Background: an optimization exercise with open tools, aiming at small area and a short achievable clock period. Do not read the settings as production practice. RTL that was checked went through simulation tests only; none was proved equivalent to the original. Power and IR drop assume default switching activity.

// gamma_interp_11bit
module gamma_interp_11bit #(
  parameter int OUT_W = 10
) (
  input  logic             clk,
  input  logic             rst_n,
  input  logic             i_hs,
  input  logic             i_vs,
  input  logic [4:0]       idx,
  input  logic [10:0]      pixel_in,
  input  logic [10:0]      lowLevel,
  input  logic [10:0]      highLevel,
  input  logic             lut_we,
  input  logic [5:0]       lut_addr,
  input  logic [OUT_W-1:0] lut_wdata,
  input  logic             lut_commit,
  output logic             commit_pending,
  output logic             o_hs,
  output logic             o_vs,
  output logic [OUT_W-1:0] pix_out
);
  localparam int N = 33;
  function automatic logic [9:0] ramp(input int k);
    logic [31:0] v;
    v = 32'(k) * 32;
    if (v > 1023) v = 1023;
    ramp = v[9:0];
  endfunction
  logic [9:0] r_shadow [N];
  logic [9:0] r_active [N];
  logic       r_act_ramp;    
  logic       r_pend;
  logic       r_vs_prev;
  logic       w_copy;
  assign w_copy         = r_pend & r_vs_prev & ~i_vs;
  assign commit_pending = r_pend;
  always_ff @(posedge clk or negedge rst_n) begin
    if (!rst_n) begin
      r_pend    <= 1'b0;
      r_vs_prev <= 1'b0;
    end else begin
      r_pend    <= lut_commit | (r_pend & ~w_copy);
      r_vs_prev <= i_vs;
    end
  end
  logic [N-1:0] r_sramp;
  logic [N-1:0] w_we;
  logic [N-1:0] w_cs, w_cr;    
  logic         w_hold;
  always_comb
    for (int k = 0; k < N; k++) w_we[k] = lut_we & (lut_addr == 6'(k));
  always_ff @(posedge clk or negedge rst_n) begin
    if (!rst_n) r_sramp <= '1;
    else        r_sramp <= r_sramp & ~w_we;
  end
  always_ff @(posedge clk)
    for (int k = 0; k < N; k++)
      r_shadow[k] <= ({10{w_we[k]}} & lut_wdata) | ({10{~w_we[k]}} & r_shadow[k]);
  always_ff @(posedge clk or negedge rst_n) begin
    if (!rst_n) r_act_ramp <= 1'b1;
    else if (w_copy) r_act_ramp <= 1'b0;
  end
  assign w_hold = ~w_copy;
  ...
For scale: about 36,000 µm² of cells after synthesis.
==> flow/config.mk <==
export PLATFORM = sky130hd
export DESIGN_NAME = gamma_interp_11bit
export DESIGN_NICKNAME = gamma_interp_11bit
export VERILOG_FILES = /design/flow/design.v
export SDC_FILE = /design/flow/constraint.sdc
export NUM_CORES = 4
export LEC_CHECK = 0
export ABC_AREA = 1
export CAP_MARGIN = 20
export CORE_MARGIN = 2
export CORE_UTILIZATION = 40
export CTS_CLUSTER_DIAMETER = 80
export CTS_CLUSTER_SIZE = 25
export SLEW_MARGIN = 60
export SYNTH_HIERARCHICAL = 1
export TNS_END_PERCENT = 20
==> flow/constraint.sdc <==
create_clock -name core_clock -period 10.0 [get_ports {clk}]
set_input_delay 2.0000 -clock core_clock [delete_from_list [all_inputs] [get_ports {clk}]]
set_output_delay 2.0000 -clock core_clock [all_outputs]
set_load 0.01 [all_outputs]
standard.sh (not shown) runs the stock make flow with config.mk's settings and CLKGATE_MAP_FILE= SYNTH_SCRIPT=/design/flow/synth_recipe.tcl, a recipe that flattens the netlist after the stock synthesis.
==> flow/flow/run.sh <==
#!/bin/bash
set -euo pipefail
mapfile -t EXTRA < <(grep -v '^#' flow/extra.txt | grep .)
bash standard.sh "${EXTRA[@]}" finish > standard.log 2>&1
==> flow/flow/extra.txt <==
SETUP_SLACK_MARGIN=7.0
ADDER_MAP_FILE=
BUFFER_PORTS_ARGS=-buffer_cell sky130_fd_sc_hd__buf_4
Rerun with:
--- a/flow/design.v
+++ b/flow/design.v
@@ -37,40 +37,31 @@
     if (!rst_n) begin
       r_pend    <= 1'b0;
       r_vs_prev <= 1'b0;
     end else begin
       r_pend    <= lut_commit | (r_pend & ~w_copy);
       r_vs_prev <= i_vs;
     end
   end
-  logic [N-1:0] r_sramp;
-  logic [N-1:0] w_we;
-  logic [N-1:0] w_cs, w_cr;    
-  logic         w_hold;
-  always_comb
-    for (int k = 0; k < N; k++) w_we[k] = lut_we & (lut_addr == 6'(k));
   always_ff @(posedge clk or negedge rst_n) begin
-    if (!rst_n) r_sramp <= '1;
-    else        r_sramp <= r_sramp & ~w_we;
+    if (!rst_n) begin
+      for (int k = 0; k < N; k++) r_shadow[k] <= ramp(k);
+    end else if (lut_we && lut_addr <= 6'd32) begin
+      r_shadow[lut_addr] <= lut_wdata;
+    end
   end
-  always_ff @(posedge clk)
-    for (int k = 0; k < N; k++)
-      r_shadow[k] <= ({10{w_we[k]}} & lut_wdata) | ({10{~w_we[k]}} & r_shadow[k]);
   always_ff @(posedge clk or negedge rst_n) begin
     if (!rst_n) r_act_ramp <= 1'b1;
     else if (w_copy) r_act_ramp <= 1'b0;
   end
-  assign w_hold = ~w_copy;
-  assign w_cs   = {N{w_copy}} & ~r_sramp;
-  assign w_cr   = {N{w_copy}} & r_sramp;
-  always_ff @(posedge clk)
-    for (int k = 0; k < N; k++)
-      r_active[k] <= ({10{w_cs[k]}} & r_shadow[k]) | ({10{w_cr[k]}} & ramp(k)) |
-                     ({10{w_hold}} & r_active[k]);
+  always_ff @(posedge clk) begin
+    if (w_copy)
+      for (int k = 0; k < N; k++) r_active[k] <= r_shadow[k];
+  end
   logic [329:0] w_act;
   logic [9:0]   w_ye, w_yo;
   logic [10:0]  w_d, w_w;
   always_comb
     for (int k = 0; k < N; k++) w_act[10*k +: 10] = r_active[k];
   gi_read u_read (.idx(idx), .ramp(r_act_ramp), .act(w_act), .ye(w_ye), .yo(w_yo));
   gi_sub11 u_subd (.a(pixel_in), .b(lowLevel), .y(w_d));
   gi_sub11 u_subw (.a(highLevel), .b(lowLevel), .y(w_w));
=>
- critical path depth is unchanged
- setup slack gets better by 34 ps
- wire length goes down by 1.9%
- total power went up by 2.2%
- combinational power went up by 7.9%
- hold slack stays flat
For the first run of this note, only the layout was checked, not whether the RTL still works.

========
## job 101
gamma_interp_11bit again, from the RTL that the note above started with.
export LEC_CHECK = 0
export ABC_AREA = 1
export CAP_MARGIN = 20
export CORE_MARGIN = 2
export CORE_UTILIZATION = 40
export CTS_CLUSTER_DIAMETER = 80
export CTS_CLUSTER_SIZE = 25
export SLEW_MARGIN = 60
export SYNTH_HIERARCHICAL = 1
export TNS_END_PERCENT = 0
create_clock -name core_clock -period 10.0 [get_ports {clk}]
Scripts as last shown in full above: flow/flow/run.sh, flow/flow/extra.txt
Job 101: all stages complete, timing, DRC and antenna checks passed
Inputs modified between job 101 and job 102:
diff --git a/flow/design.v b/flow/design.v
--- a/flow/design.v
+++ b/flow/design.v
@@ -35,44 +35,35 @@
   assign commit_pending = r_pend;
   always_ff @(posedge clk or negedge rst_n) begin
     if (!rst_n) begin
       r_pend    <= 1'b0;
       r_vs_prev <= 1'b0;
     end else begin
       r_pend    <= lut_commit | (r_pend & ~w_copy);
       r_vs_prev <= i_vs;
     end
   end
-  logic [N-1:0] r_sramp;
-  logic [N-1:0] w_we;
-  logic [N-1:0] w_cs, w_cr;    
-  logic         w_hold;
-  always_comb
-    for (int k = 0; k < N; k++) w_we[k] = lut_we & (lut_addr == 6'(k));
   always_ff @(posedge clk or negedge rst_n) begin
-    if (!rst_n) r_sramp <= '1;
-    else        r_sramp <= r_sramp & ~w_we;
+    if (!rst_n) begin
+      for (int k = 0; k < N; k++) r_shadow[k] <= ramp(k);
+    end else if (lut_we && lut_addr <= 6'd32) begin
+      r_shadow[lut_addr] <= lut_wdata;
+    end
   end
-  always_ff @(posedge clk)
-    for (int k = 0; k < N; k++)
-      r_shadow[k] <= ({10{w_we[k]}} & lut_wdata) | ({10{~w_we[k]}} & r_shadow[k]);
   always_ff @(posedge clk or negedge rst_n) begin
     if (!rst_n) r_act_ramp <= 1'b1;
     else if (w_copy) r_act_ramp <= 1'b0;
   end
-  assign w_hold = ~w_copy;
-  assign w_cs   = {N{w_copy}} & ~r_sramp;
-  assign w_cr   = {N{w_copy}} & r_sramp;
-  always_ff @(posedge clk)
-    for (int k = 0; k < N; k++)
-      r_active[k] <= ({10{w_cs[k]}} & r_shadow[k]) | ({10{w_cr[k]}} & ramp(k)) |
-                     ({10{w_hold}} & r_active[k]);
+  always_ff @(posedge clk) begin
+    if (w_copy)
+      for (int k = 0; k < N; k++) r_active[k] <= r_shadow[k];
+  end
   logic [329:0] w_act;
   logic [9:0]   w_ye, w_yo;
   logic [10:0]  w_d, w_w;
   always_comb
     for (int k = 0; k < N; k++) w_act[10*k +: 10] = r_active[k];
   gi_read u_read (.idx(idx), .ramp(r_act_ramp), .act(w_act), .ye(w_ye), .yo(w_yo));
   gi_sub11 u_subd (.a(pixel_in), .b(lowLevel), .y(w_d));
   gi_sub11 u_subw (.a(highLevel), .b(lowLevel), .y(w_w));
   logic [9:0]  r_ye_1, r_yo_1;
   logic        r_b_1;
Findings:
Delta (job 102 minus job 101): setup slack has increased; starting density of the core has remained practically unchanged; number of signal-net buffers in the layout has increased; ratio of cells with drive above 1 in the final layout has increased; antenna diode instance count has increased.
Job 101 consumes less power than job 102.
Run comparison: job 101 slowest stage cell on the critical path nor2_1; job 102 slowest stage cell on the critical path nand2_1
For job 101, only the layout was checked, not whether the RTL still works.

## what the ideal ports hide
The flow's constraints put no driver on any port. The routed layouts listed below were extracted and timed again, unchanged, in two steps.
Step 1: set_driving_cell puts a clkbuf_16 on clk and a buf_2 on each other input, an assumption about the parent block.
Step 2 also shifts input and output timing later by t, the mid clock arrival at the registers, as if the neighbouring blocks saw the same clock.
Slacks: ideal ports / drivers / drivers and shift; pairs: ideal ports / drivers.
run	t (ns)	slack for setup (ns)	hold WS [ns]	worst register clock-pin slew, ns	worst data-port slew with drivers (ns)
the first run of note 1	0.684	6.837 / 6.766 / 6.185	0.354 / 0.354 / 0.354	0.10 / 0.10	0.10
the second run of note 1	0.684	6.871 / 6.807 / 6.178	0.353 / 0.353 / 0.353	0.10 / 0.10	0.10
job 101	0.685	6.718 / 6.682 / 5.997	0.360 / 0.360 / 0.360	0.10 / 0.10	0.12
job 102	0.686	6.818 / 6.795 / 6.108	0.353 / 0.353 / 0.353	0.10 / 0.10	0.11
After both steps every run listed still meets setup and hold. For job 101, which loses most, drivers alone change the setup slack by -0.036 ns; drivers and shift together by -0.721 ns.
